Context: an optimization exercise on an open-source flow, tuned for small area. The choices shown serve that exercise and are no tape-out recipe. In this exercise RTL edits were held to simulation tests only and were not proved equivalent to the original. Power is estimated from default activity; no workload was simulated.

==> flow/design.v (excerpt) <==
module frameSource (
  input  wire                 CLK,
  input  wire                 RST,
  input  wire                 nimIn,
  input  wire                 regTrigger,
  input  wire  [FRAMES_W-1:0] frameCount,
  input  wire                 txFull,
  output wire                 nimOut,
  output wire                 txWr,
  output wire  [BYTE_W-1:0]   txData
);
Size in the first run: ~600 cells after synthesis, roughly 23 I/O pins, about 7800 um2 of cells after synthesis.
Settings: LEC_CHECK=0, CAP_MARGIN=20, CORE_MARGIN=2, CORE_UTILIZATION=70, SLEW_MARGIN=20; clock period 5.0 ns.
standard.sh (not shown) runs the stock make flow with config.mk's settings and CLKGATE_MAP_FILE= SYNTH_SCRIPT=/design/flow/synth_recipe.tcl, a recipe that flattens the netlist after the stock synthesis.
==> flow/flow/run.sh <==
#!/bin/bash
# The standard synthesis; then the combinational logic is mapped again
# for area (ABC &deepsyn from a few seeds, the smallest result is kept;
# registers, their names and cell types are kept as blackboxes); then
# the standard layout with the clock tree options (no dummy loads,
# bigger sink clusters) and port buffer cell below.
set -euo pipefail
source flow/opts.sh
bash standard.sh synth > synth.log 2>&1

R=orfs/results/$FLOW_PLATFORM/frameSource/base
LIB=$FLOW_HOME/platforms/sky130hd/lib/sky130_fd_sc_hd__tt_025C_1v80.lib
cp $R/1_2_yosys.v std_netlist.v
SEQ=$(grep -oE '^\s*sky130_fd_sc_hd__(df|edf|sdf|dl|conb)\w*' std_netlist.v | sort -u | tr -d ' ' | tr '\n' ' ')
DU=$(sed 's/^/-dont_use /' flow/dont_use.txt | tr '\n' ' ')
for S in $RESYN_SEEDS; do
  sed "s/@SEED@/$S/; s/@TIME@/$RESYN_TIME/" flow/area.abc > area_$S.abc
  cat > resyn_$S.ys <<EOT
read_liberty -ignore_miss_func $LIB
read_verilog std_netlist.v
hierarchy -top $FLOW_TOP
blackbox $SEQ
flatten
opt -purge
techmap
opt -purge
abc -script area_$S.abc -liberty $LIB $DU
setundef -zero
splitnets
opt_clean -purge
hilomap -singleton -hicell sky130_fd_sc_hd__conb_1 HI -locell sky130_fd_sc_hd__conb_1 LO
insbuf -buf sky130_fd_sc_hd__buf_4 A X
opt_clean -purge
tee -o resyn_$S.stat stat -liberty $LIB
write_verilog -noexpr -noattr -nohex -nodec resyn_$S.v
EOT
  yosys -s resyn_$S.ys > resyn_$S.log 2>&1 &
done
wait
BEST=$(for S in $RESYN_SEEDS; do echo "$(grep 'Chip area' resyn_$S.stat | awk '{print $NF}') $S"; done | sort -g | head -1 | awk '{print $2}')
echo "resyn areas: $(grep -h 'Chip area' resyn_*.stat | awk '{print $NF}' | tr '\n' ' '); kept seed $BEST" > resyn_choice.log
cp resyn_$BEST.v $R/1_2_yosys.v
touch $R/1_2_yosys.v

export CTS_ARGS="-sink_clustering_enable -repair_clock_nets -dont_use_dummy_load $CTS_OPTS"
export BUFFER_PORTS_ARGS="-buffer_cell sky130_fd_sc_hd__buf_1"
bash standard.sh > layout.log 2>&1
==> flow/flow/area.abc <==
&get -n
&st
&deepsyn -S @SEED@ -T @TIME@
&dch -f
&nf -R 1000
&put
==> flow/flow/opts.sh <==
CTS_OPTS="-buf_list sky130_fd_sc_hd__clkbuf_8 -sink_clustering_size 16 -sink_clustering_max_diameter 50"
RESYN_SEEDS="0 1 2 3"
RESYN_TIME=60
Other scripts of this flow, unchanged in this note and not shown: flow/flow/dont_use.txt
==> next run, changes <==
==> flow/flow/run.sh (replaced) <==
#!/bin/bash
# The standard synthesis, then the combinational logic is mapped again
# with an area-oriented ABC script (registers, their names and cell types
# are kept as blackboxes), then the standard layout with the clock tree
# options (no dummy loads, bigger sink clusters) and port buffer cell below.
set -euo pipefail
source flow/opts.sh
bash standard.sh synth > synth.log 2>&1

R=orfs/results/$FLOW_PLATFORM/frameSource/base
LIB=$FLOW_HOME/platforms/sky130hd/lib/sky130_fd_sc_hd__tt_025C_1v80.lib
cp $R/1_2_yosys.v std_netlist.v
SEQ=$(grep -oE '^\s*sky130_fd_sc_hd__(df|edf|sdf|dl|conb)\w*' std_netlist.v | sort -u | tr -d ' ' | tr '\n' ' ')
DU=$(sed 's/^/-dont_use /' flow/dont_use.txt | tr '\n' ' ')
cat > resyn.ys <<EOT
read_liberty -ignore_miss_func $LIB
read_verilog std_netlist.v
hierarchy -top $FLOW_TOP
blackbox $SEQ
flatten
opt -purge
techmap
opt -purge
abc -script flow/area.abc -liberty $LIB $DU
setundef -zero
splitnets
opt_clean -purge
hilomap -singleton -hicell sky130_fd_sc_hd__conb_1 HI -locell sky130_fd_sc_hd__conb_1 LO
insbuf -buf sky130_fd_sc_hd__buf_4 A X
opt_clean -purge
stat -liberty $LIB
write_verilog -noexpr -noattr -nohex -nodec resyn_netlist.v
EOT
yosys -s resyn.ys > resyn.log 2>&1
cp resyn_netlist.v $R/1_2_yosys.v
touch $R/1_2_yosys.v

export CTS_ARGS="-sink_clustering_enable -repair_clock_nets -dont_use_dummy_load $CTS_OPTS"
export BUFFER_PORTS_ARGS="-buffer_cell sky130_fd_sc_hd__buf_1"
bash standard.sh > layout.log 2>&1
==> flow/flow/area.abc (replaced) <==
&get -n
&st
&syn3
&dch -f
&nf -R 1000
&st
&syn3
&dch -f
&nf -R 1000
&st
&dch -f
&nf -R 1000
&put
==> flow/flow/opts.sh (replaced) <==
CTS_OPTS="-buf_list sky130_fd_sc_hd__clkbuf_8 -sink_clustering_size 20 -sink_clustering_max_diameter 60"
Result:
- global-route usage shrinks by 2.6 points
- die area climbs by a few percent
- worst setup slack gains 0.58 ns
- design area climbs by a few percent
- cell count climbs by a few percent
- synthesized area increases by a few percent
- wire length went down by a few percent

---

## exp/cedar
Another version of the RTL of frameSource (not shown whole).
For scale: ~660 cells after synthesis, about 23 I/O pins.
clock: 5.0 ns
lec_check: 0
cap_margin: 0
core_margin: 2
core_utilization: 70
gpl_timing_driven: 0
slew_margin: 0
==> flow/flow/run.sh <==
#!/bin/bash
# The standard synthesis; then the combinational logic is mapped again
# for area (ABC &deepsyn from a few seeds, the smallest result is kept;
# registers, their names and cell types are kept as blackboxes); then
# the standard layout with the clock tree options (no dummy loads,
# bigger sink clusters) and port buffer cell below.
set -euo pipefail
source flow/opts.sh
bash standard.sh synth > synth.log 2>&1

R=orfs/results/$FLOW_PLATFORM/frameSource/base
LIB=$FLOW_HOME/platforms/sky130hd/lib/sky130_fd_sc_hd__tt_025C_1v80.lib
cp $R/1_2_yosys.v std_netlist.v
SEQ=$(grep -oE '^\s*sky130_fd_sc_hd__(df|edf|sdf|dl|conb)\w*' std_netlist.v | sort -u | tr -d ' ' | tr '\n' ' ')
DU=$(sed 's/^/-dont_use /' flow/dont_use.txt | tr '\n' ' ')
# each candidate is a dash-separated list of deepsyn seeds, one per round
run_candidate() {
  local C=$1
  : > area_$C.abc
  for S in ${C//-/ }; do
    sed "s/@SEED@/$S/; s/@TIME@/$RESYN_TIME/" flow/area.abc >> area_$C.abc
  done
  cat > resyn_$C.ys <<EOT
read_liberty -ignore_miss_func $LIB
read_verilog std_netlist.v
hierarchy -top $FLOW_TOP
blackbox $SEQ
flatten
opt -purge
techmap
opt -purge
abc -script area_$C.abc -liberty $LIB $DU
setundef -zero
splitnets
opt_clean -purge
hilomap -singleton -hicell sky130_fd_sc_hd__conb_1 HI -locell sky130_fd_sc_hd__conb_1 LO
insbuf -buf sky130_fd_sc_hd__buf_4 A X
opt_clean -purge
tee -o resyn_$C.stat stat -liberty $LIB
write_verilog -noexpr -noattr -nohex -nodec resyn_$C.v
EOT
  yosys -s resyn_$C.ys > resyn_$C.log 2>&1
}
for BATCH in "${RESYN_BATCHES[@]}"; do
  for C in $BATCH; do run_candidate $C & done
  wait
done
ALL=$(for B in "${RESYN_BATCHES[@]}"; do echo $B; done | tr ' ' '\n')
BEST=$(for C in $ALL; do echo "$(grep 'Chip area' resyn_$C.stat | awk '{print $NF}') $C"; done | sort -g | head -1 | awk '{print $2}')
for C in $ALL; do echo "$C $(grep 'Chip area' resyn_$C.stat | awk '{print $NF}')"; done > resyn_choice.log
echo "kept $BEST" >> resyn_choice.log
cp resyn_$BEST.v $R/1_2_yosys.v
touch $R/1_2_yosys.v

export CTS_ARGS="-sink_clustering_enable -repair_clock_nets -dont_use_dummy_load $CTS_OPTS"
export BUFFER_PORTS_ARGS="-buffer_cell sky130_fd_sc_hd__buf_1"
bash standard.sh > layout.log 2>&1
==> flow/flow/opts.sh <==
CTS_OPTS="-buf_list sky130_fd_sc_hd__clkbuf_8 -sink_clustering_size 18 -sink_clustering_max_diameter 60"
RESYN_BATCHES=("1 2 0 3" "1-2 2-1 0-4 3-5")
RESYN_TIME=30
Other scripts of this flow, unchanged in this note and not shown: flow/flow/area.abc, flow/flow/dont_use.txt
exp/cedar did not stop at any stage, and its layout met the timing, DRC and antenna checks.
Setup changes, exp/cedar to exp/ember
==> flow/flow/opts.sh <==
CTS_OPTS="-buf_list {sky130_fd_sc_hd__clkbuf_4 sky130_fd_sc_hd__clkbuf_8} -sink_clustering_size 14 -sink_clustering_max_diameter 50"
RESYN_BATCHES=("1 2 0 3" "1-2 2-1 0-4 3-5")
RESYN_TIME=30
--- outcome ---
- For exp/cedar, the critical-path cell with the highest stage delay was a22oi_1, unlike exp/ember, where it was nor4_1.
- exp/ember against exp/cedar: total design power shrank by 520 uW, share of cells above drive strength 1 rose 0.86 points, worst slew slack as a fraction of its limit went down by 15 points, power drawn by the sequential cells shows a reduction of about 18%, final setup slack of the worst path dropped 380 ps.
- Higher total wirelength of the detailed-routed design goes to exp/ember over exp/cedar.
- Changes observed in exp/ember relative to exp/cedar: clock net sink count flat, sum of met3 wire segment lengths after detailed routing up 16%, routed length per instance up about 10%, final standard cell count with taps included and fillers excluded down 31, finished layout cell area up about 0.7%.
Input changes introduced in exp/violet (baseline for comparison: exp/ember):
==> flow/flow/opts.sh <==
CTS_OPTS="-buf_list sky130_fd_sc_hd__clkbuf_8 -sink_clustering_size 20 -sink_clustering_max_diameter 80"
RESYN_BATCHES=("1 2 0 3" "1-2 2-1 0-4 3-5")
RESYN_TIME=30
Notes after the runs:
Between exp/violet and exp/ember, global-route usage is higher for exp/ember, exp/violet comes in under that.
Looking at exp/violet and exp/ember, the area after synthesis is a wash.
exp/violet vs exp/ember: post-route minimum period down in exp/violet
Share of total power in the clock network: exp/violet vs exp/ember down 5.1 points
Compared with exp/ember, exp/violet shows average cell area after synthesis lower by about 5%.

==> re-timing with driven ports <==
No port has a modelled driver above. Below, the same layouts with a new extraction and two added sets of constraints. Step 1 assumes that a clkbuf_16 drives the clock port and a buf_2 every other input. Step 2, shift: input delay + t, output delay - t, t = (earliest + latest rising clock arrival at the registers) / 2. This alone moves slack from input paths to output paths. Three values: ideal ports, drivers, drivers and shift; two values: the first two.
run	shift t [ns]	setup slack, ns	worst setup path after step 2
the first run of note 1	0.510	0.552 / 0.514 / 1.024	register to output
the second run of note 1	0.509	1.127 / 1.093 / 1.602	register to output
exp/cedar	0.491	0.792 / 0.776 / 0.431	input to register
exp/ember	0.509	0.415 / 0.383 / 0.064	input to register
exp/violet	0.474	0.802 / 0.769 / 0.529	input to register
After both steps setup and hold are still met in every run listed. For exp/cedar, which loses most, drivers alone change the setup slack by -0.016 ns; drivers and shift together by -0.361 ns.
